This design comes from an exercise in tuning for small area, a short achievable clock period and few clock cycles per item on the open sky130 flow, not from production work.
Function was checked by simulation only, so behaviour that the tests miss may differ from the original.
Power and IR drop assume default switching activity.

`flow/run.sh`:
```
#!/bin/bash
# synth_recipe.tcl (not shown) runs the flow's synth.tcl, then flattens the netlist and writes it again
# the make line also repeats each setting of config.mk as NAME=value (left out here)
make -C /OpenROAD-flow-scripts/flow DESIGN_CONFIG=/design/flow/config.mk WORK_HOME=/design/flow/orfs CLKGATE_MAP_FILE= SYNTH_SCRIPT=/design/flow/synth_recipe.tcl finish
```
`flow/config.mk`:
```
export PLATFORM = sky130hd
export DESIGN_NAME = four_char_word_machine_core_unit
export DESIGN_NICKNAME = four_char_word_machine_core_unit
export VERILOG_FILES = /design/flow/design.v
export SDC_FILE = /design/flow/constraint.sdc
export NUM_CORES = 4
export LEC_CHECK = 0
export CAP_MARGIN = 20
export CORE_MARGIN = 2
export CORE_UTILIZATION = 55
export SETUP_SLACK_MARGIN = 4.5
export SLEW_MARGIN = 20
export TNS_END_PERCENT = 20
```
`flow/design.v`:
```
`default_nettype none
package fcwm_pkg;
  localparam int unsigned MEM_WORDS_DEF   = 100;
  localparam int unsigned PRINT_WORDS_DEF = 10;
  localparam int ADDR_W = 7;
  localparam int WORD_W = 32;
  localparam int CNT_W  = 3;
  localparam int KIND_W = 3;
  localparam int CMD_W  = 2;
  localparam logic [WORD_W-1:0] SPACES = 32'h2020_2020;
  localparam logic [7:0] CH_UNDER = 8'h5F;
  localparam logic [7:0] CH_SPACE = 8'h20;
  localparam logic [7:0] CH_G     = 8'h47;
  localparam logic [7:0] CH_P     = 8'h50;
  localparam logic [7:0] CH_H     = 8'h48;
  localparam logic [7:0] CH_L     = 8'h4C;
  localparam logic [7:0] CH_S     = 8'h53;
  localparam logic [7:0] CH_C     = 8'h43;
  localparam logic [7:0] CH_B     = 8'h42;
  localparam logic [7:0] CH_T     = 8'h54;
  localparam logic [7:0] CH_R     = 8'h52;
  localparam logic [7:0] CH_D     = 8'h44;
  localparam logic [1:0] CMD_WRITE = 2'd0;
  localparam logic [1:0] CMD_EXEC  = 2'd1;
  localparam logic [1:0] CMD_START = 2'd2;
  localparam logic [1:0] CMD_INIT  = 2'd3;
  localparam logic [2:0] K_DONE  = 3'd0;
  localparam logic [2:0] K_REQ   = 3'd1;
  localparam logic [2:0] K_PRINT = 3'd2;
  localparam logic [2:0] K_HALT  = 3'd3;
  localparam logic [2:0] K_ERR   = 3'd4;
  function automatic logic [CNT_W-1:0] count_chars(input logic [WORD_W-1:0] w);
    logic [CNT_W-1:0] n;
    if (w[31:24] == CH_UNDER)      n = 3'd0;
    else if (w[23:16] == CH_UNDER) n = 3'd1;
    else if (w[15:8] == CH_UNDER)  n = 3'd2;
    else if (w[7:0] == CH_UNDER)   n = 3'd3;
    else                           n = 3'd4;
    count_chars = n;
  endfunction
  function automatic logic is_digit(input logic [7:0] c);
    is_digit = (c[7:4] == 4'h3) && ((c[3] == 1'b0) || (c[2:1] == 2'b00));
  endfunction
endpackage
`default_nettype wire
`default_nettype none
module fcwm_mem (
  input  wire logic        clk_i,
  input  wire logic        rst_ni,
  input  wire logic        clr_i,
  input  wire logic [9:0]  wrow_i,
  input  wire logic [9:0]  wcol_i,
  input  wire logic [31:0] wdata_i,
  input  wire logic [9:0]  nrow_i,
  input  wire logic [9:0]  ncol_i,
  output logic [31:0]      rdata_o
);
  logic [31:0] mem [100];
  logic [99:0] vld_q;
  logic [99:0] sel_q;
  always_ff @(posedge clk_i) begin
    for (int t = 0; t < 10; t++) begin
      for (int o = 0; o < 10; o++) begin
        if (wrow_i[t] && wcol_i[o]) mem[10*t+o] <= wdata_i;
      end
    end
  end
  always_ff @(posedge clk_i or negedge rst_ni) begin
    if (!rst_ni) begin
      vld_q <= '0;
    end else begin
      for (int t = 0; t < 10; t++) begin
        for (int o = 0; o < 10; o++) begin
          if (clr_i) vld_q[10*t+o] <= 1'b0;
          else if (wrow_i[t] && wcol_i[o]) vld_q[10*t+o] <= 1'b1;
        end
      end
    end
  end
  always_ff @(posedge clk_i) begin
    for (int t = 0; t < 10; t++) begin
      for (int o = 0; o < 10; o++) begin
        sel_q[10*t+o] <= nrow_i[t] && ncol_i[o] && !clr_i &&
                         (vld_q[10*t+o] || (wrow_i[t] && wcol_i[o]));
      end
    end
  end
  logic [31:0] raw;
  always_comb begin
    raw = '0;
    for (int w = 0; w < 100; w++) begin
      raw = raw | ({32{sel_q[w]}} & mem[w]);
    end
  end
  assign rdata_o = raw | ((sel_q == '0) ? fcwm_pkg::SPACES : 32'h0);
endmodule
`default_nettype wire
`default_nettype none
module four_char_word_machine_core_unit (
  input  wire logic                        clk_i,
  input  wire logic                        rst_ni,
  input  wire logic                        in_valid_i,
  output logic                             in_ready_o,
  input  wire logic [fcwm_pkg::CMD_W-1:0]  in_cmd_i,
  input  wire logic [fcwm_pkg::ADDR_W-1:0] in_address_i,
  input  wire logic [fcwm_pkg::WORD_W-1:0] in_word_i,
  output logic                             out_valid_o,
  input  wire logic                        out_ready_i,
  output logic [fcwm_pkg::KIND_W-1:0]      out_kind_o,
  output logic [fcwm_pkg::ADDR_W-1:0]      out_target_o,
  output logic [fcwm_pkg::WORD_W-1:0]      out_word_o,
  output logic [fcwm_pkg::CNT_W-1:0]       out_char_count_o,
  output logic                             out_toggle_o,
  output logic                             out_last_o
);
  localparam logic [2:0] M_NORM = 3'd0;
  localparam logic [2:0] M_LR   = 3'd1;
  localparam logic [2:0] M_CR   = 3'd2;
  localparam logic [2:0] M_CR2  = 3'd3;
  localparam logic [2:0] M_PD   = 3'd4;
  logic        rdy_q;
  logic        qa_v, qb_v;
  logic [1:0]  qa_cmd, qb_cmd;
  logic        qa_oob, qb_oob;
  logic [3:0]  qa_t, qa_o, qb_t, qb_o;
  logic [31:0] qa_w, qb_w;
  logic        in_oob;
  logic [3:0]  in_t, in_o;
  always_comb begin
    in_t = 4'd0;
    for (int i = 1; i < 10; i++) begin
      if (in_address_i >= 7'(10 * i)) in_t = 4'(i);
    end
    in_o   = 4'(in_address_i - 7'(10 * in_t));
    in_oob = (in_address_i >= 7'd100);
  end
  logic accept, head_done;
  assign accept = in_valid_i && rdy_q;
  always_ff @(posedge clk_i or negedge rst_ni) begin
    if (!rst_ni) begin
      qa_v  <= 1'b0;
      qb_v  <= 1'b0;
      rdy_q <= 1'b1;
    end else begin
      qa_v  <= (qa_v && !head_done) || qb_v || accept;
      qb_v  <= qa_v && !head_done && (qb_v || accept);
      rdy_q <= !(qa_v && !head_done && (qb_v || accept));
    end
  end
  always_ff @(posedge clk_i) begin
    if (!qa_v || head_done) begin
      if (qb_v) begin
        qa_cmd <= qb_cmd;
        qa_oob <= qb_oob;
        qa_t   <= qb_t;
        qa_o   <= qb_o;
        qa_w   <= qb_w;
      end else begin
        qa_cmd <= in_cmd_i;
        qa_oob <= in_oob;
        qa_t   <= in_t;
        qa_o   <= in_o;
        qa_w   <= in_word_i;
      end
    end
    if (!qb_v) begin
      qb_cmd <= in_cmd_i;
      qb_oob <= in_oob;
      qb_t   <= in_t;
      qb_o   <= in_o;
      qb_w   <= in_word_i;
    end
  end
  logic [3:0]  pct_q, pco_q;    
  logic        tog_q, halt_q;
  logic [31:0] gen_q;
  logic [31:0] ir_q;            
  logic        irv_q;
  logic [2:0]  mode_q;
  logic [31:0] dr_q;            
  logic [3:0]  rt_q, ro_q;      
  logic [3:0]  pdi_q;           
  logic [6:0]  pdb_q;           
  logic [3:0]  pct_d, pco_d, rt_d, ro_d, pdi_d;
  logic        tog_d, halt_d, irv_d;
  logic [31:0] gen_d, ir_d;
  logic [2:0]  mode_d;
  logic [6:0]  pdb_d;
  logic [9:0]  rrow_d, rcol_d;  
  logic        m_clr, m_we;
  logic [3:0]  m_wt, m_wo;
  logic [31:0] m_wdata, rdata;
  logic [9:0]  wp_row_q, wp_col_q;    
  logic [31:0] wp_data_q;
  fcwm_mem u_mem (
    .clk_i   (clk_i),
    .rst_ni  (rst_ni),
    .clr_i   (m_clr),
    .wrow_i  (wp_row_q),
    .wcol_i  (wp_col_q),
    .wdata_i (wp_data_q),
    .nrow_i  (rrow_d),
    .ncol_i  (rcol_d),
    .rdata_o (rdata)
  );
  logic        ov_q, full_q;
  logic [2:0]  h_kind, s_kind;
  logic [6:0]  h_tgt, s_tgt;
  logic [31:0] h_word, s_word;
  logic [2:0]  h_cnt, s_cnt;
  logic        h_tog, s_tog, h_last, s_last;
  logic        push;
  logic [2:0]  n_kind;
  logic [6:0]  n_tgt;
  logic [31:0] n_word;
  logic [2:0]  n_cnt;
  logic        n_last;
  logic [7:0]  c0, c1, d2, d3;
  logic [3:0]  d2n, d3n;
  logic [6:0]  abin;
  logic        is_h, is_gd, is_pd, is_lr, is_sr, is_cr, is_bt, uses_addr, digits_ok;
  assign c0  = ir_q[31:24];
  assign c1  = ir_q[23:16];
  assign d2  = ir_q[15:8];
  assign d3  = ir_q[7:0];
  assign d2n = d2[3:0];
  assign d3n = d3[3:0];
  assign abin = {d2n, 3'b000} + {2'b00, d2n, 1'b0} + {3'b000, d3n};
  assign is_h  = (c0 == fcwm_pkg::CH_H) && (c1 == fcwm_pkg::CH_SPACE);
  assign is_gd = (c0 == fcwm_pkg::CH_G) && (c1 == fcwm_pkg::CH_D);
  assign is_pd = (c0 == fcwm_pkg::CH_P) && (c1 == fcwm_pkg::CH_D);
  assign is_lr = (c0 == fcwm_pkg::CH_L) && (c1 == fcwm_pkg::CH_R);
  assign is_sr = (c0 == fcwm_pkg::CH_S) && (c1 == fcwm_pkg::CH_R);
  assign is_cr = (c0 == fcwm_pkg::CH_C) && (c1 == fcwm_pkg::CH_R);
  assign is_bt = (c0 == fcwm_pkg::CH_B) && (c1 == fcwm_pkg::CH_T);
  assign uses_addr = is_gd || is_pd || is_lr || is_sr || is_cr || is_bt;
  assign digits_ok = fcwm_pkg::is_digit(d2) && fcwm_pkg::is_digit(d3);
  logic [3:0] pct_inc, pco_inc, rt_inc, ro_inc;
  assign pco_inc = (pco_q == 4'd9) ? 4'd0 : pco_q + 4'd1;
  assign pct_inc = (pco_q == 4'd9) ? pct_q + 4'd1 : pct_q;
  assign ro_inc  = (ro_q == 4'd9) ? 4'd0 : ro_q + 4'd1;
  assign rt_inc  = (ro_q == 4'd9) ? rt_q + 4'd1 : rt_q;
  logic room, go;
  assign room = !full_q;
  assign go = qa_v && room && (mode_q == M_NORM) &&
              !((qa_cmd == fcwm_pkg::CMD_EXEC) && !halt_q && (pct_q != 4'd10) && !irv_q);
  logic ir_load, ir_init;
  always_comb begin
    pct_d     = pct_q;
    pco_d     = pco_q;
    tog_d     = tog_q;
    halt_d    = halt_q;
    gen_d     = gen_q;
    mode_d    = mode_q;
    rt_d      = rt_q;
    ro_d      = ro_q;
    irv_d     = irv_q;
    ir_load   = 1'b0;
    ir_init   = 1'b0;
    pdi_d     = pdi_q;
    pdb_d     = pdb_q;
    m_clr     = 1'b0;
    m_we      = 1'b0;
    if (qa_cmd == fcwm_pkg::CMD_EXEC) begin
      m_wt    = d2n;
      m_wo    = d3n;
      m_wdata = gen_q;
    end else begin
      m_wt    = qa_t;
      m_wo    = qa_o;
      m_wdata = qa_w;
    end
    head_done = 1'b0;
    push      = 1'b0;
    n_kind    = fcwm_pkg::K_DONE;
    n_tgt     = '0;
    n_word    = '0;
    n_cnt     = '0;
    n_last    = 1'b1;
    if (mode_q == M_NORM) begin
      if (!irv_q) begin
        ir_load = 1'b1;
        irv_d   = 1'b1;
        rt_d    = rt_inc;
        ro_d    = ro_inc;
      end
      if (go) begin
        head_done = 1'b1;
        push      = 1'b1;
        case (qa_cmd)
          fcwm_pkg::CMD_WRITE: begin
            if (qa_oob) n_kind = fcwm_pkg::K_ERR;
            else        m_we   = 1'b1;
          end
          fcwm_pkg::CMD_START: begin
            pct_d   = '0;
            pco_d   = '0;
            halt_d  = 1'b0;
            ir_load = 1'b0;
            irv_d   = 1'b0;
            rt_d    = 4'd0;
            ro_d    = 4'd0;
          end
          fcwm_pkg::CMD_INIT: begin
            m_clr   = 1'b1;
            gen_d   = fcwm_pkg::SPACES;
            pct_d   = '0;
            pco_d   = '0;
            tog_d   = 1'b0;
            halt_d  = 1'b0;
            ir_load = 1'b0;
            ir_init = 1'b1;
            irv_d   = 1'b1;
            rt_d    = 4'd0;
            ro_d    = 4'd1;
          end
          default: begin  
            if (halt_q) begin
              n_kind = fcwm_pkg::K_HALT;
            end else if (pct_q == 4'd10) begin
              n_kind = fcwm_pkg::K_ERR;
            end else begin
              pct_d   = pct_inc;
              pco_d   = pco_inc;
              ir_load = 1'b1;
              rt_d    = rt_inc;
              ro_d    = ro_inc;
              if (is_h) begin
                halt_d = 1'b1;
                n_kind = fcwm_pkg::K_HALT;
              end else if (!uses_addr) begin
                n_kind = fcwm_pkg::K_DONE;
              end else if (!digits_ok) begin
                n_kind = fcwm_pkg::K_ERR;
              end else if (is_pd) begin
                if ((d2n == 4'd9) && (d3n != 4'd0)) begin
                  n_kind = fcwm_pkg::K_ERR;
                end else begin
                  push   = 1'b0;
                  mode_d = M_PD;
                  pdi_d  = '0;
                  pdb_d  = abin;
                  rt_d   = d2n;
                  ro_d   = d3n;
                end
              end else if (is_gd) begin
                n_kind = fcwm_pkg::K_REQ;
                n_tgt  = abin;
              end else if (is_lr) begin
                push   = 1'b0;
                mode_d = M_LR;
                rt_d   = d2n;
                ro_d   = d3n;
              end else if (is_cr) begin
                push   = 1'b0;
                mode_d = M_CR;
                rt_d   = d2n;
                ro_d   = d3n;
              end else if (is_sr) begin
                m_we = 1'b1;
              end else if (tog_q) begin
                pct_d   = d2n;
                pco_d   = d3n;
                tog_d   = 1'b0;
                ir_load = 1'b0;
                irv_d   = 1'b0;
                rt_d    = d2n;
                ro_d    = d3n;
              end
            end
          end
        endcase
      end
    end else if (room) begin
      case (mode_q)
        M_LR: begin
          push   = 1'b1;
          gen_d  = rdata;
          mode_d = M_NORM;
          rt_d   = pct_inc;
          ro_d   = pco_inc;
        end
        M_CR: begin
          mode_d = M_CR2;
          rt_d   = pct_inc;
          ro_d   = pco_inc;
        end
        M_CR2: begin
          push   = 1'b1;
          tog_d  = (gen_q == dr_q);
          mode_d = M_NORM;
        end
        default: begin  
          pdi_d = pdi_q + 4'd1;
          rt_d  = rt_inc;
          ro_d  = ro_inc;
          if (pdi_q == 4'd9) begin
            rt_d = pct_inc;
            ro_d = pco_inc;
          end
          if (pdi_q != 4'd0) begin
            push   = 1'b1;
            n_kind = fcwm_pkg::K_PRINT;
            n_tgt  = pdb_q;
            n_word = dr_q;
            n_cnt  = fcwm_pkg::count_chars(dr_q);
            n_last = (pdi_q == 4'd10);
            pdb_d  = pdb_q + 7'd1;
          end
          if (pdi_q == 4'd10) begin
            mode_d = M_NORM;
            rt_d   = rt_q;
            ro_d   = ro_q;
          end
        end
      endcase
    end
    for (int i = 0; i < 10; i++) begin
      rrow_d[i] = (rt_d == 4'(i));
      rcol_d[i] = (ro_d == 4'(i));
    end
  end
  logic hit_rd, hit_wp, hit_pc;
  assign hit_rd = m_we && (m_wt == rt_q) && (m_wo == ro_q);
  logic [9:0] rt_oh, ro_oh;
  always_comb begin
    for (int i = 0; i < 10; i++) begin
      rt_oh[i] = (rt_q == 4'(i));
      ro_oh[i] = (ro_q == 4'(i));
    end
  end
  assign hit_wp = (|(wp_row_q & rt_oh)) && (|(wp_col_q & ro_oh));
  assign hit_pc = m_we && (m_wt == pct_q) && (m_wo == pco_q);
  always_comb begin
    if (ir_init)                ir_d = fcwm_pkg::SPACES;
    else if (ir_load && hit_rd) ir_d = m_wdata;
    else if (ir_load && hit_wp) ir_d = wp_data_q;
    else if (ir_load)           ir_d = rdata;
    else if (hit_pc)            ir_d = m_wdata;
    else                        ir_d = ir_q;
  end
  always_ff @(posedge clk_i or negedge rst_ni) begin
    if (!rst_ni) begin
      wp_row_q <= '0;
      wp_col_q <= '0;
    end else begin
      for (int i = 0; i < 10; i++) begin
        wp_row_q[i] <= m_we && (m_wt == 4'(i));
        wp_col_q[i] <= (m_wo == 4'(i));
      end
    end
  end
  always_ff @(posedge clk_i) begin
    wp_data_q <= m_wdata;
  end
  always_ff @(posedge clk_i or negedge rst_ni) begin
    if (!rst_ni) begin
      pct_q  <= '0;
      pco_q  <= '0;
      tog_q  <= 1'b0;
      halt_q <= 1'b0;
      gen_q  <= fcwm_pkg::SPACES;
      ir_q   <= fcwm_pkg::SPACES;
      irv_q  <= 1'b1;
      mode_q <= M_NORM;
      rt_q   <= 4'd0;
      ro_q   <= 4'd1;
    end else begin
      pct_q  <= pct_d;
      pco_q  <= pco_d;
      tog_q  <= tog_d;
      halt_q <= halt_d;
      gen_q  <= gen_d;
      ir_q   <= ir_d;
      irv_q  <= irv_d;
      mode_q <= mode_d;
      rt_q   <= rt_d;
      ro_q   <= ro_d;
    end
  end
  always_ff @(posedge clk_i) begin
    pdi_q <= pdi_d;
    pdb_q <= pdb_d;
    if ((mode_q == M_NORM) || room) dr_q <= rdata;
  end
  logic pop;
  assign pop = ov_q && out_ready_i;
  always_ff @(posedge clk_i or negedge rst_ni) begin
    if (!rst_ni) begin
      ov_q   <= 1'b0;
      full_q <= 1'b0;
    end else begin
      ov_q   <= (ov_q && !(pop && !full_q)) || push;
      full_q <= (full_q && !pop) || (ov_q && !pop && push);
    end
  end
  always_ff @(posedge clk_i) begin
    if (!ov_q || pop) begin
      if (full_q) begin
        h_kind <= s_kind;
        h_tgt  <= s_tgt;
        h_word <= s_word;
        h_cnt  <= s_cnt;
        h_tog  <= s_tog;
        h_last <= s_last;
      end else begin
        h_kind <= n_kind;
        h_tgt  <= n_tgt;
        h_word <= n_word;
        h_cnt  <= n_cnt;
        h_tog  <= tog_d;
        h_last <= n_last;
      end
    end
    if (!full_q || pop) begin
      s_kind <= n_kind;
      s_tgt  <= n_tgt;
      s_word <= n_word;
      s_cnt  <= n_cnt;
      s_tog  <= tog_d;
      s_last <= n_last;
    end
  end
  assign in_ready_o       = rdy_q;
  assign out_valid_o      = ov_q;
  assign out_kind_o       = h_kind;
  assign out_target_o     = h_tgt;
  assign out_word_o       = h_word;
  assign out_char_count_o = h_cnt;
  assign out_toggle_o     = h_tog;
  assign out_last_o       = h_last;
endmodule
`default_nettype wire
```
`flow/constraint.sdc`:
```
create_clock -name core_clock -period 8.0 [get_ports {clk_i}]
set_input_delay 1.6000 -clock core_clock [delete_from_list [all_inputs] [get_ports {clk_i}]]
set_output_delay 1.6000 -clock core_clock [all_outputs]
set_load 0.01 [all_outputs]
```
==> run summary, run 1 <==
- Fin crit share: 49.17%
- Peak Freq: 254.2 MHz
- Gate power share: 13.0%
- Root Buffer: clkbuf_16
- CP startpoint: u_mem.sel_q[29]
- Final period demand of the worst path: 3.934 ns
- Largest family of logic cells by synthesized area: compound AO/OA/AOI/OAI gates
- Synth Net Count: 7,909
- Post-synthesis mux area share: 1.063%
- Post-route ant nets: 1
- Max Cap Violations: 0
- Number of global-route vias before repair: 85,780
- Sw Ratio: 26.89%
- Compound-gate portion of the synthesized area: 11.28%
- Adder-cell share of the synthesized area: 0.2703%
- Design area: 0.1581 mm^2
- Area Overhead vs Synth: 14.58%
- Slew headroom: 7.432%
- Fin Setup TNS: 0 ns
- DRT Pass-1 Iters: 15
- CP Max Fanout: 19
- Die W: 504.8 um
- Fail Reasons: antenna rules
- Worst Path Required: 8.84 ns
- Core ar.: 0.2491 mm^2
- Placed Area: 0.1444 mm^2
- Initial DRC count: 24,920
- Yosys top cell area share: 73.58%
- Slowest stage delay, CP: 0.73 ns
- Power share of the clock group: 35.8%
- Hold Vio Cnt, Final: 0
- Grt total ovfl: 0
- Htree depth: 5
- Cells after synthesis: 7,836
- Maximum vdd drop: 0.0002816 V
- Crit path max-delay family: simple AND/OR/NAND/NOR gates
- Total Routing Usage GR: 51.78%
- Cell Rows: 183
- Chip height: 504.8 um
- IO Count: 94
- Count of state elements after synthesis: 3,766
- Worst setup EP type: flop
- Slew of the pin with the lowest slew margin: 1.389 ns
- FF/Latch Area: 0.1106 mm^2
- Largest area contributor in the netlist: edfxtp_1
- Worst Hold Class: flop to flop
- Ys Warns: 3
- CTS tree: yes
- Worst reg2reg startpoint: u_mem.sel_q[29]
- P_sw: 13.25 mW
- Area of the multi-input gates: 0.02636 mm^2
- Final Power: 49.28 mW
- DR vias: 100,400
- First-pass GRT wire length: 853.1 mm
- Unique cell type count in the Yosys netlist: 99
- # setup viols final: 0
- Synth Flop Type: edfxtp_1
- Leak: 51.86 nW
- Synth area leaders: edfxtp_1, a22oi_1, dfrtp_1, dfxtp_1, a22o_1
- CTS Buf Count: 387
- Crit path cell chain: buf_4, buf_4, a22o_1, a221oi_1, nand4_1, nor4_1, and3_1, o21ai_0, mux2i_1, o2bb2ai_1
- Synth Area in XOR/XNOR: 0.4381%
- Fillers: 17,790
- Max-slew violations: 0
- Slowest-stage cell, CP: and3_1
- Internal: 36.03 mW
- RSZ-0062 raised after global routing: true
- PwrDens: 311.8 mW/mm^2
- Post-detailed-route wirelength per cell: 56.10 um
- Crit-path most repeated cell: buf_4
- Worst setup SP type: flop
- Clock Latency Late Sink: 1.03 ns
- CTS clk-pin slew, worst paths: 0.06 ns
- DRC Markers: 0
- Total routed wirelength: 673.3 mm
- Post-synth EDFFs: 3,380
- Critical path class: flop to flop
- Commonest non-fill, non-tap cell in the layout: edfxtp_1
- CP arrival: 4.77 ns
- Largest net degree at the start of global routing: 153
- Sequential Power Share: 51.2%
- Worst hold slack: 0.4662 ns
- Skew final: 0.08991 ns
- Min-delay src: qb_oob
- Syn_area_per_cell: 17.60 um^2
- Clock tree sinks: 3,766
- IO Port Bufs: 93
- DP HPWL: 365.8 mm
- Post-Synthesis Cell Area: 0.1379 mm^2
- Crit path buf inv count: 2
- Outcome: complete, but fails checks
- # nets final: 8,285
- Gpl congestion: 0.9445
- Share of flip-flops with an asynchronous set or reset: 5.603%
- Clock buffer depth: 4
- Vias per Instance: 8.367
- Layout cells sized above 1: 16.59%
- Die area: 0.2548 mm^2
- Initial Util: 55.37%
- Synth Area in Simple Gates: 5.438%
- Initial antenna violation count: 94
- Sequential area share after synthesis: 79.95%
- Most frequent cells in the layout: edfxtp_1, a22oi_1, clkbuf_16, buf_4, a22o_1
## per-layer routing
metal / global-route usage [%] / vias to the layer above / share of wire, %
met5: 1.839 / - / 0.19
met4: 39.34 / 67 / 9.9
met3: 26.78 / 3946 / 19
met2: 68.65 / 13550 / 40
met1: 63.77 / 49460 / 31
li1: - / 33390 / -
## timing repair
item / 4_1_cts / 5_1_grt
gates cloned: 4 / 1
hold buffers: 0 / 0
setup buffers: 14 / 32
hold endpoints to repair: 0 / 0
pin swaps: 7 / 10
setup endpoints to repair: 205 / 133
gates resized for setup: 89 / 76
## synth_stat cells, types with 37 or more instances
| master | count |
|---|---|
| mux2_2 | 84 |
| nor3_1 | 76 |
| clkbuf_1 | 404 |
| o21a_1 | 63 |
| a22o_1 | 295 |
| nand3_1 | 146 |
| nand4_1 | 271 |
| o21ai_0 | 126 |
| xnor2_1 | 40 |
| dfxtp_1 | 175 |
| a221oi_1 | 293 |
| a22oi_1 | 1032 |
| nor4_1 | 134 |
| and3_1 | 37 |
| a21oi_1 | 44 |
| edfxtp_1 | 3380 |
| nand2_1 | 139 |
| nor2_1 | 172 |
| and2_1 | 138 |
| inv_1 | 68 |
| buf_1 | 51 |
| dfrtp_1 | 200 |
| a21o_1 | 40 |
| mux2i_1 | 52 |
## final cells by class
type / count / share of cell area, %
clock buffer: 483 / 6.461
timing repair buffer: 463 / 2.701
tap: 3330 / 2.636
antenna: 165 / 0.2612
clock inverter: 201 / 1.123
multi-input combinational: 3522 / 16.68
inverter: 72 / 0.1837
sequential: 3766 / 69.96
## worst min-delay path, delay by kind of cell (launching register included)
family	cells	cell delay [ns]
and+or+nand+nor	1	0.04
DFF	1	0.31
AOI/OAI and AO/OA	1	0.08
## worst paths after layout
check / to / slack [ns] / cells after the start
min in group asynchronous: wp_col_q[7] / 0.54 / 1
worst max register to register: ir_q[12] / 4.07 / 10
worst max-delay path: ir_q[12] / 4.07 / 10
worst min-delay path: qb_oob / 0.47 / 2
max in group asynchronous: qb_v / 5.92 / 2
worst min register to register: qb_oob / 0.47 / 2
## stage by stage
| step | util [%] | instances | worst slack (ns) |
|---|---|---|---|
| after floorplan | - | 7836 | 4.504 |
| after global placement | 57.97 | 11100 | 3.063 |
| after detailed placement | 57.98 | 11100 | 3.184 |
| after CTS | 63.00 | 11800 | 4.350 |
| after global routing | 63.29 | 11840 | 4.299 |
| final | 63.45 | 12000 | 4.066 |
## power by group through the flow
| stage | Sequential (mW) | Combinational [mW] | Clock (mW) |
|---|---|---|---|
| floorplan | 26.5 | 2.20 | 0 |
| global route | 25.3 | 6.61 | 18.2 |
| finish | 25.2 | 6.40 | 17.6 |
| global placement | 25.6 | 5.52 | 0 |
| CTS | 25.2 | 5.89 | 17.4 |
| detailed placement | 25.6 | 5.66 | 0 |
## sequential cells by signal (all words and copies together), names as in the netlist, 7 cells and up
register / count
ir_q: 32
s_word: 32
h_tgt: 7
u_mem.mem: 3200
h_word: 32
u_mem.vld_q: 100
qa_w: 32
wp_row_q: 10
qb_w: 32
wp_data_q: 32
pdb_q: 7
gen_q: 32
s_tgt: 7
dr_q: 32
u_mem.sel_q: 100
wp_col_q: 10
## cells by family (layout without fill, tap and decap cells)
logic type	count (synthesis)	after routing
adder cells (fa/ha/maj)	28	28
XOR/XNOR	69	69
other	0	165
AO/OA/AOI/OAI	2012	2012
buffers and inverters	551	1219
AND/OR/NAND/NOR	1274	1277
multiplexers	136	136
flip-flops	3766	3766
Testbench counts, summed over its fixed seeds: cycles 41,080, items 29,965.
==> run 2, diff against run 1 <==
--- a/flow/config.mk
+++ b/flow/config.mk
@@ -8,6 +8,8 @@
 export CAP_MARGIN = 20
 export CORE_MARGIN = 2
 export CORE_UTILIZATION = 55
-export SETUP_SLACK_MARGIN = 4.5
+export CTS_CLUSTER_DIAMETER = 100
+export CTS_CLUSTER_SIZE = 30
+export SETUP_SLACK_MARGIN = 5.0
 export SLEW_MARGIN = 20
-export TNS_END_PERCENT = 20
+export TNS_END_PERCENT = 10
==> run 2 against run 1 <==
Compared with the run above:
- the run now finishes clean
- count of clock-buffer cells in the layout is 296 lower
- wire length is 0.38% lower
- synthesized cell count stayed put
- critical path depth is 2 lower
- sequential power hardly changed
- maximum frequency is 11% higher
- cell area is 4.3% lower
- combinational power is 4.8% higher
- utilization is 2.7 points lower
- flip-flop and latch count stayed put
- global-route usage is 0.24 points lower
- synthesized area stayed put
- largest cell class unchanged
- highest routed layer unchanged
==> run summary, run 2 <==
- Cells after synthesis: 7,836
- Post-detailed-route wirelength per cell: 58.18 um
- Internal: 29.86 mW
- CP Max Fanout: 18
- CTS Buf Count: 147
- Gate power share: 16.1%
- Hold Path Sink: qb_o[2]
- Sequential Power Share: 60.6%
- DRT Pass-1 Iters: 8
- Maximum vdd drop: 0.0002835 V
- Critical path class: flop to flop
- FF/Latch Area: 0.1106 mm^2
- CTS clk-pin slew, worst paths: 0.11 ns
- Count of state elements after synthesis: 3,766
- Slowest-stage cell, CP: nor4_2
- FF-to-FF End: ir_q[31]
- Clock tree sinks: 3,766
- Commonest non-fill, non-tap cell in the layout: edfxtp_1
- CTS tree: yes
- Max-slew violations: 0
- Die area: 0.2548 mm^2
- Area Overhead vs Synth: 9.661%
- Post-synth top cells: edfxtp_1, a22oi_1, clkbuf_1
- Count leader, synth: edfxtp_1
- CP arrival: 4.35 ns
- Worst Hold Class: flop to flop
- Worst reg2reg startpoint: u_mem.sel_q[95]
- Grt total ovfl: 0
- Core Util, Final: 60.72%
- Largest net degree at the start of global routing: 142
- Post-synth EDFFs: 3,380
- Number of global-route vias before repair: 83,610
- Sw Ratio: 28.38%
- Total Routing Usage GR: 51.54%
- Worst Path Required: 8.79 ns
- Leak: 48.71 nW
- Slowest stage delay, CP: 0.67 ns
- Final period demand of the worst path: 3.556 ns
- Peak Freq: 281.2 MHz
- Largest regs: u_mem.mem x3200, u_mem.sel_q x100, u_mem.vld_q x100
- Worst Hold Depth: 2
- Worst hold slack: 0.4703 ns
- Most frequent cells in the layout: edfxtp_1, a22oi_1, buf_4, a22o_1, a221oi_1
- Core ar.: 0.2491 mm^2
- Initial antenna violation count: 74
- Yosys top cell area share: 73.58%
- Skew final: 0.05414 ns
- Setup ws final: 4.444 ns
- Outcome: complete, no violations
- Gpl congestion: 0.9525
- IO Port Bufs: 93
- Clock Latency Late Sink: 0.92 ns
- Initial Util: 55.37%
- Post-Synthesis Cell Area: 0.1379 mm^2
- Chip height: 504.8 um
- IO Count: 94
- Hold Vio Cnt, Final: 0
- Most flops, register: u_mem.mem
- Vias per Instance: 8.442
- Htree depth: 4
- Hold-fix buffers at CTS: 0
- # nets final: 8,109
- Area of the multi-input gates: 0.02706 mm^2
- Synth Net Count: 7,909
- R2r setup slk: 4.44 ns
- Die W: 504.8 um
- First-pass GRT wire length: 846.7 mm
- GR Util met3: 27.04%
- Total routed wirelength: 670.7 mm
- Fin crit share: 44.45%
- Slew headroom: 9.351%
- Max FFs per register: 3,200
- Share of flip-flops with an asynchronous set or reset: 5.603%
- Met1 GRT Util: 63.45%
- Synth area leaders: edfxtp_1, a22oi_1, dfrtp_1, dfxtp_1, a22o_1
- Slew of the pin with the lowest slew margin: 1.360 ns
- Initial DRC count: 25,210
- DP HPWL: 364.5 mm
- Most used routing layer in global routing: met2
- Post-route ant nets: 0
- Setup WS pre-CTS: 3.144 ns
- Min-delay src: qb_o[2]
- P_sw: 11.84 mW
- Ys Warns: 3
- DRC Markers: 0
- DR vias: 97,330
- Worst setup SP type: flop
- RSZ-0062 raised after global routing: true
- Worst setup EP type: flop
- Fin Setup TNS: 0 ns
- Largest area contributor in the netlist: edfxtp_1
- Power share of the clock group: 23.4%
- Final Power: 41.70 mW
- Max Cap Violations: 0
- CP startpoint: u_mem.sel_q[95]
- R2R depth: 8
- GRT met2 Usage: 68.72%
- Synth Flop Type: edfxtp_1
- Root Buffer: clkbuf_16
- Clock buffer depth: 3
- Syn_area_per_cell: 17.60 um^2
- # setup viols final: 0
- PwrDens: 275.7 mW/mm^2
- Layout cells sized above 1: 14.92%
- Crit path cell chain: buf_4, a22oi_1, nand4_1, nor4_2, and3_1, o21ai_0, mux2i_1, o2bb2ai_1
- Unique cell type count in the Yosys netlist: 99
- Cell Rows: 183
- Sequential area share after synthesis: 79.95%
- Fillers: 18,310
## run 2: repair_timing
| action | CTS | global route |
|---|---|---|
| pin swaps | 57 | 26 |
| setup endpoints to repair | 406 | 238 |
| gates cloned | 15 | 3 |
| buffers inserted | 86 | 22 |
| resized for setup | 317 | 57 |
## run 2: how the worst max path moves through the flow
stage                 endpoint  slack [ns]  cells past startpoint
4_1_cts               ir_q[12]        4.79                     10
2_1_floorplan          qa_o[3]        4.62                     10
5_1_grt        u_mem.sel_q[32]        4.64                     11
3_5_place_dp   u_mem.sel_q[78]        3.14                     10
3_3_place_gp   u_mem.sel_q[45]        3.14                     10
6_report              ir_q[31]        4.44                      8
## run 2: power by group through the flow
stage / logic (mW) / clock network, mW / registers (mW)
after floorplan: 2.20 / 0 / 26.5
after CTS: 6.27 / 9.55 / 25.2
final: 6.71 / 9.74 / 25.3
after global placement: 5.40 / 0 / 25.7
after detailed placement: 5.53 / 0 / 25.7
after global routing: 6.93 / 10.2 / 25.3
## run 2: layout make-up
| type | count | share of cell area [%] |
|---|---|---|
| Inverter | 72 | 0.1944 |
| Multi-Input combinational cell | 3532 | 17.89 |
| Antenna cell | 100 | 0.1654 |
| Tap cell | 3330 | 2.754 |
| Timing Repair Buffer | 517 | 3.045 |
| Sequential cell | 3766 | 73.14 |
| Clock buffer | 187 | 2.629 |
| Clock inverter | 25 | 0.1836 |
## run 2: routing by layer
layer	share of wire, %	wire, um
met1	31	208400
met2	39	264600
met3	20	130800
met4	9.8	65710
met5	0.19	1253
## run 2: cell families after synthesis
family / count (synthesis) / share of synthesized area, %
buf+inv: 551 / 1.553
fa+ha+maj: 28 / 0.2703
flops: 3766 / 79.95
compound gates: 2012 / 11.28
xor+xnor: 69 / 0.4381
mux: 136 / 1.063
simple gates: 1274 / 5.438
## run 2: critical path, delay by kind of cell, from the launching register on
kind | cells | cell delay (ns)
and+or+nand+nor | 3 | 1.61
muxes | 1 | 0.16
AOI/OAI and AO/OA | 3 | 0.52
DFF | 1 | 0.59
buffers and inverters | 1 | 0.48
## run 2: per-stage QoR
stage	cells	instance area [um^2]
floorplan	7836	138000
global placement	11090	144200
detailed placement	11090	144200
CTS	11400	150400
global route	11450	151100
finish	11530	151300

what the ideal ports hide:
Ports are ideal in the flow. The routed layouts listed here were re-timed in OpenROAD.
Step 1 sets driving cells, clkbuf_16 on the clock port and buf_2 on the other inputs (assumed; they add their load-dependent delay and slew).
Step 2 moves the port delays by t, midway between the first and last clock arrival at a register: inputs arrive t later, outputs are due t later. That takes back most of the time a late clock gives input paths.
Slacks: ideal ports / drivers / drivers and shift; pairs: ideal ports / drivers.
| run | t, ns | setup slack, ns | worst setup path after step 2 | clock arrival spread, ns | worst register clock-pin slew, ns |
|---|---|---|---|---|---|
| run 1 | 1.091 | 4.066 / 4.066 / 3.523 | input to register | 0.095 / 0.095 | 0.07 / 0.07 |
| run 2 | 0.994 | 4.444 / 4.444 / 3.976 | input to register | 0.061 / 0.061 | 0.12 / 0.12 |
The setup slack of run 1, which loses most, moves by 0.000 ns with the drivers and by -0.543 ns with both steps.
